This design comes from an exercise in tuning for small area and a short achievable clock period on the open sky130 flow, not from production work.
RTL that was checked went through simulation tests only; none was proved equivalent to the original.
Power figures rest on the tool's default switching activity, not on a simulated workload.

## delta
// dmem_responder
module dmem_responder #(
  parameter int WAIT_CYCLES = 1,
  parameter int DEPTH       = dmem_pkg::DMEM_DEPTH
) (
  input  logic        clk,
  input  logic        rst_n,
  input  logic        req,
  input  logic        we,
  input  logic [7:0]  addr,
  input  logic [31:0] wdata,
  input  logic [3:0]  be,
  output logic [31:0] rdata,
  output logic        ack,
  output logic        err
);
Size in the first run: about 7,100 cells after synthesis, about 82 I/O pins.
==> module dmem_wdec, before the edit <==
module dmem_wdec (
  input  logic a,
  input  logic b,
  output logic s,
  output logic sn
);
  logic sn_s;
  assign sn_s = ~(a & b);
  assign sn   = sn_s;
  dmem_inv u_inv (.a(sn_s), .y(s));
endmodule
==> module dmem_array, before the edit <==
module dmem_array #(
  parameter int DEPTH = 64
) (
  input  logic             clk,
  input  logic             rst_n,
  input  logic [7:0]       wa,        
  input  logic [31:0]      wbl,       
  input  logic [31:0]      wdata,
  input  logic [7:0]       ra,        
  input  logic [7:0]       rb,        
  input  logic             hold,      
  input  logic [31:0]      rq,        
  output logic [31:0]      rnext      
);
  logic [31:0] mem_q [DEPTH];
  logic [31:0] t1_n [33];    
  logic [31:0] t2 [9];       
  logic [31:0] t3_n [3];     
  logic [31:0] rmux_s;
  logic [DEPTH-1:0] rsel;
  for (genvar k = 0; k < DEPTH; k++) begin : g_rsel
    dmem_rdec u_rdec (.a(ra[k / 8]), .b(rb[k % 8]), .y(rsel[k]));
  end
  for (genvar k = 0; k < DEPTH; k++) begin : g_word
    for (genvar l = 0; l < 4; l++) begin : g_lane
      logic s, sn;
      dmem_wdec u_dec (
        .a (wa[k / 8]),
        .b (wbl[8*l + k % 8]),
        .s (s),
        .sn(sn)
      );
      dmem_lane u_lane (
        .clk(clk),
        .s  (s),
        .sn (sn),
        .d  (wdata[8*l +: 8]),
        .q  (mem_q[k][8*l +: 8])
      );
    end
  end
  for (genvar j = 0; j < DEPTH / 2; j++) begin : g_rd1
    dmem_rd2 u_rd (
      .a (mem_q[2*j]), .b (mem_q[2*j+1]),
      .sa(rsel[2*j]), .sb(rsel[2*j+1]),
      .y_n(t1_n[j])
    );
  end
  dmem_nand2 u_hold (.a({32{hold}}), .b(rq), .y(t1_n[32]));
  for (genvar j = 0; j < 6; j++) begin : g_rd2
    dmem_nand4 u_g (.a(t1_n[4*j]), .b(t1_n[4*j+1]), .c(t1_n[4*j+2]),
                    .d(t1_n[4*j+3]), .y(t2[j]));
  end
  for (genvar j = 0; j < 3; j++) begin : g_rd2b
    dmem_nand3 u_g (.a(t1_n[24+3*j]), .b(t1_n[24+3*j+1]), .c(t1_n[24+3*j+2]),
                    .y(t2[6+j]));
  end
  for (genvar j = 0; j < 3; j++) begin : g_rd3
    dmem_nor3 u_g (.a(t2[3*j]), .b(t2[3*j+1]), .c(t2[3*j+2]), .y(t3_n[j]));
  end
  dmem_nand3 u_rd4 (.a(t3_n[0]), .b(t3_n[1]), .c(t3_n[2]), .y(rmux_s));
  assign rnext = rmux_s;
endmodule
==> module dmem_responder, before the edit <==
module dmem_responder #(
  parameter int WAIT_CYCLES = 1,
  parameter int DEPTH       = dmem_pkg::DMEM_DEPTH
) (
  input  logic        clk,
  input  logic        rst_n,
  input  logic        req,
  input  logic        we,
  input  logic [7:0]  addr,
  input  logic [31:0] wdata,
  input  logic [3:0]  be,
  output logic [31:0] rdata,
  output logic        ack,
  output logic        err
);
  localparam int AW = $clog2(DEPTH);
  logic        idle_r, busy_r, resp_r, mis_r;
  logic        ack_r, err_r;
  logic        accept_s, mis_in_s, go_s, rgo_s;
  logic [3:0]  be_s;
  logic [7:0]       wa_r;
  logic [31:0]      cap_wdata_r;
  logic [31:0]      wbl_r;
  logic [7:0]       ahi_s, alo_s;
  logic             rd_r;
  logic [7:0]       ra_r, rb_r;
  logic [31:0]      rnext_s;
  logic [31:0]      rdata_r;
  logic             rstf_r;
  assign accept_s = idle_r & req;
  assign mis_in_s = |addr[1:0];
  assign go_s     = accept_s & ~mis_in_s;
  assign rgo_s    = go_s & ~we;
  always_comb begin
    for (int i = 0; i < 8; i++) begin
      ahi_s[i] = (addr[7:5] == 3'(i));
      alo_s[i] = (addr[4:2] == 3'(i));
    end
  end
  assign be_s     = be;
  always_ff @(posedge clk or negedge rst_n) begin
    if (!rst_n) begin
      idle_r  <= 1'b1;
      busy_r  <= 1'b0;
      resp_r  <= 1'b0;
      mis_r   <= 1'b0;
      ack_r   <= 1'b0;
      err_r   <= 1'b0;
      wbl_r   <= '0;
      rd_r    <= 1'b0;
      ra_r    <= '0;
    end else begin
      idle_r  <= (idle_r & ~req) | resp_r | mis_r;
      busy_r  <= go_s;
      mis_r   <= accept_s & mis_in_s;
      resp_r  <= busy_r;
      ack_r   <= resp_r | mis_r;
      err_r   <= mis_r;
      for (int l = 0; l < 4; l++) begin
        wbl_r[8*l +: 8] <= {8{go_s & we & be_s[l]}} & alo_s;
      end
      rd_r    <= rgo_s;
      ra_r    <= {8{rgo_s}} & ahi_s;
    end
  end
  always_ff @(posedge clk) begin
    wa_r        <= ahi_s;
    rb_r        <= alo_s;
    cap_wdata_r <= wdata;
  end
  dmem_array #(.DEPTH(DEPTH)) u_array (
    .clk  (clk),
    .rst_n(rst_n),
    .wa   (wa_r),
    .wbl  (wbl_r),
    .wdata(cap_wdata_r),
    .ra   (ra_r),
    .rb   (rb_r),
    .hold (~rd_r & ~rstf_r),
    .rq   (rdata_r),
    .rnext(rnext_s)
  );
  always_ff @(posedge clk) begin
    rdata_r <= rnext_s;
  end
  always_ff @(posedge clk or negedge rst_n) begin
    if (!rst_n) begin
      rstf_r <= 1'b1;
    end else begin
      rstf_r <= 1'b0;
    end
  end
  assign rdata = rdata_r;
  assign ack = ack_r;
  assign err = err_r;
endmodule
clock: 5.0 ns
lec_check: 0
cap_margin: 20
core_margin: 2
core_utilization: 75
cts_cluster_diameter: 70
cts_cluster_size: 24
setup_slack_margin: 2.9
slew_margin: 20
synth_hierarchical: 1
run.sh (not shown) runs the stock make flow with config.mk's settings and CLKGATE_MAP_FILE= SYNTH_SCRIPT=/design/flow/synth_recipe.tcl, a recipe that flattens the netlist after the stock synthesis.
Here is what was changed in the inputs of alpha compared with delta.
-- flow/design.v --
<<< delta, line 16
  input  logic a,
  input  logic b,
  output logic s,
  output logic sn
);
  logic sn_s;
  assign sn_s = ~(a & b);
  assign sn   = sn_s;
  dmem_inv u_inv (.a(sn_s), .y(s));
>>> alpha, line 16
  input  logic a,
  input  logic b,
  input  logic c,
  output logic s,
  output logic sn
);
  logic sn_s;
  assign sn_s = ~(a & b & c);
  assign sn   = sn_s;
  dmem_inv u_inv (.a(sn_s), .y(s));
<<< delta, line 84
  input  logic             rst_n,
  input  logic [7:0]       wa,        
  input  logic [31:0]      wbl,       
  input  logic [31:0]      wdata,
  input  logic [7:0]       ra,        
  input  logic [7:0]       rb,        
  input  logic             hold,      
  input  logic [31:0]      rq,        
  output logic [31:0]      rnext      
);
  logic [31:0] mem_q [DEPTH];
  logic [31:0] t1_n [33];    
  logic [31:0] t2 [9];       
>>> alpha, line 85
  input  logic             rst_n,
  input  logic [7:0]       wa,        
  input  logic [7:0]       wb,        
  input  logic [3:0]       wlane,     
  input  logic [31:0]      wdata,
  input  logic [7:0]       ra,        
  input  logic [7:0]       rb,        
  input  logic             rd,        
  output logic [31:0]      rnext      
);
  logic [31:0] mem_q [DEPTH];
  logic [31:0] rdata_r;
  logic [31:0] t1_n [33];    
  logic [31:0] t2 [9];       
<<< delta, line 106
      dmem_wdec u_dec (
        .a (wa[k / 8]),
        .b (wbl[8*l + k % 8]),
        .s (s),
        .sn(sn)
>>> alpha, line 108
      dmem_wdec u_dec (
        .a (wa[k / 8]),
        .b (wb[k % 8]),
        .c (wlane[l]),
        .s (s),
        .sn(sn)
<<< delta, line 126
    );
  end
  dmem_nand2 u_hold (.a({32{hold}}), .b(rq), .y(t1_n[32]));
  for (genvar j = 0; j < 6; j++) begin : g_rd2
    dmem_nand4 u_g (.a(t1_n[4*j]), .b(t1_n[4*j+1]), .c(t1_n[4*j+2]),
>>> alpha, line 129
    );
  end
  dmem_nand2 u_hold (.a({32{~rd}}), .b(rdata_r), .y(t1_n[32]));
  for (genvar j = 0; j < 6; j++) begin : g_rd2
    dmem_nand4 u_g (.a(t1_n[4*j]), .b(t1_n[4*j+1]), .c(t1_n[4*j+2]),
<<< delta, line 139
  end
  dmem_nand3 u_rd4 (.a(t3_n[0]), .b(t3_n[1]), .c(t3_n[2]), .y(rmux_s));
  assign rnext = rmux_s;
endmodule
>>> alpha, line 142
  end
  dmem_nand3 u_rd4 (.a(t3_n[0]), .b(t3_n[1]), .c(t3_n[2]), .y(rmux_s));
  always_ff @(posedge clk or negedge rst_n) begin
    if (!rst_n) begin
      rdata_r <= 32'h0000_0000;
    end else begin
      rdata_r <= rmux_s;
    end
  end
  assign rnext = rmux_s;
endmodule
<<< delta, line 162
  logic [3:0]  be_s;
  logic [7:0]       wa_r;
  logic [31:0]      cap_wdata_r;
  logic [31:0]      wbl_r;
  logic [7:0]       ahi_s, alo_s;
  logic             rd_r;
  logic [7:0]       ra_r, rb_r;
  logic [31:0]      rnext_s;
  logic [31:0]      rdata_r;
  logic             rstf_r;
  assign accept_s = idle_r & req;
  assign mis_in_s = |addr[1:0];
>>> alpha, line 172
  logic [3:0]  be_s;
  logic [7:0]       wa_r;
  logic [7:0]       lo_r;     
  logic [31:0]      cap_wdata_r;
  logic [3:0]       wlane_r;
  logic [7:0]       ahi_s, alo_s;
  logic             rd_r;
  logic [7:0]       ra_r;
  logic [31:0]      rnext_s;
  logic [31:0]      rdata_r;
  assign accept_s = idle_r & req;
  assign mis_in_s = |addr[1:0];
<<< delta, line 189
      ack_r   <= 1'b0;
      err_r   <= 1'b0;
      wbl_r   <= '0;
      rd_r    <= 1'b0;
      ra_r    <= '0;
>>> alpha, line 199
      ack_r   <= 1'b0;
      err_r   <= 1'b0;
      wlane_r <= 4'b0000;
      rd_r    <= 1'b0;
      ra_r    <= '0;
<<< delta, line 199
      ack_r   <= resp_r | mis_r;
      err_r   <= mis_r;
      for (int l = 0; l < 4; l++) begin
        wbl_r[8*l +: 8] <= {8{go_s & we & be_s[l]}} & alo_s;
      end
      rd_r    <= rgo_s;
      ra_r    <= {8{rgo_s}} & ahi_s;
>>> alpha, line 209
      ack_r   <= resp_r | mis_r;
      err_r   <= mis_r;
      wlane_r <= {4{go_s & we}} & be_s;
      rd_r    <= rgo_s;
      ra_r    <= {8{rgo_s}} & ahi_s;
<<< delta, line 208
  always_ff @(posedge clk) begin
    wa_r        <= ahi_s;
    rb_r        <= alo_s;
    cap_wdata_r <= wdata;
  end
>>> alpha, line 216
  always_ff @(posedge clk) begin
    wa_r        <= ahi_s;
    lo_r        <= alo_s;
    cap_wdata_r <= wdata;
  end
<<< delta, line 215
    .rst_n(rst_n),
    .wa   (wa_r),
    .wbl  (wbl_r),
    .wdata(cap_wdata_r),
    .ra   (ra_r),
    .rb   (rb_r),
    .hold (~rd_r & ~rstf_r),
    .rq   (rdata_r),
    .rnext(rnext_s)
  );
>>> alpha, line 223
    .rst_n(rst_n),
    .wa   (wa_r),
    .wb   (lo_r),
    .wlane(wlane_r),
    .wdata(cap_wdata_r),
    .ra   (ra_r),
    .rb   (lo_r),
    .rd   (rd_r),
    .rnext(rnext_s)
  );
<<< delta, line 226
    rdata_r <= rnext_s;
  end
  always_ff @(posedge clk or negedge rst_n) begin
    if (!rst_n) begin
      rstf_r <= 1'b1;
    end else begin
      rstf_r <= 1'b0;
    end
  end
  assign rdata = rdata_r;
  assign ack = ack_r;
>>> alpha, line 234
    rdata_r <= rnext_s;
  end
  assign rdata = rdata_r;
  assign ack = ack_r;
Of the two values seen for critical path capture point, err was produced by alpha and rdata[16] by delta. Summary of alpha over delta: non-clock inverter total of the final layout now smaller, share of total power in combinational logic now larger, worst hold slack now larger. Status: vertical die dimension parity (delta, alpha). The sequential power was comparable across alpha and delta. Relative to delta, the final cell count of alpha is higher by about 0.4%.
For alpha, only the layout was checked, not whether the RTL still works.

==> static timing again, ports no longer ideal <==
How much do the figures lean on ideal ports? The routed layouts below were timed once more, with nothing changed but the port constraints.
Step 1: set_driving_cell puts a clkbuf_16 on clk and a buf_2 on each other input, an assumption about the parent block.
Step 2 also shifts input and output timing later by t, the mid clock arrival at the registers, as if the neighbouring blocks saw the same clock.
Three values: ideal ports, drivers, drivers and shift; two values: the first two.
| run | t, ns | slack for setup (ns) | worst setup path after step 2 | latest minus earliest clock arrival (ns) |
|---|---|---|---|---|
| delta | 0.822 | 2.714 / 2.635 / 2.279 | input to register | 0.027 / 0.027 |
| alpha | 0.810 | 2.701 / 2.621 / 2.325 | input to register | 0.034 / 0.034 |
After both steps setup and hold are still met in every run listed. The setup slack of delta, which loses most, moves by -0.079 ns with the drivers and by -0.435 ns with both steps.
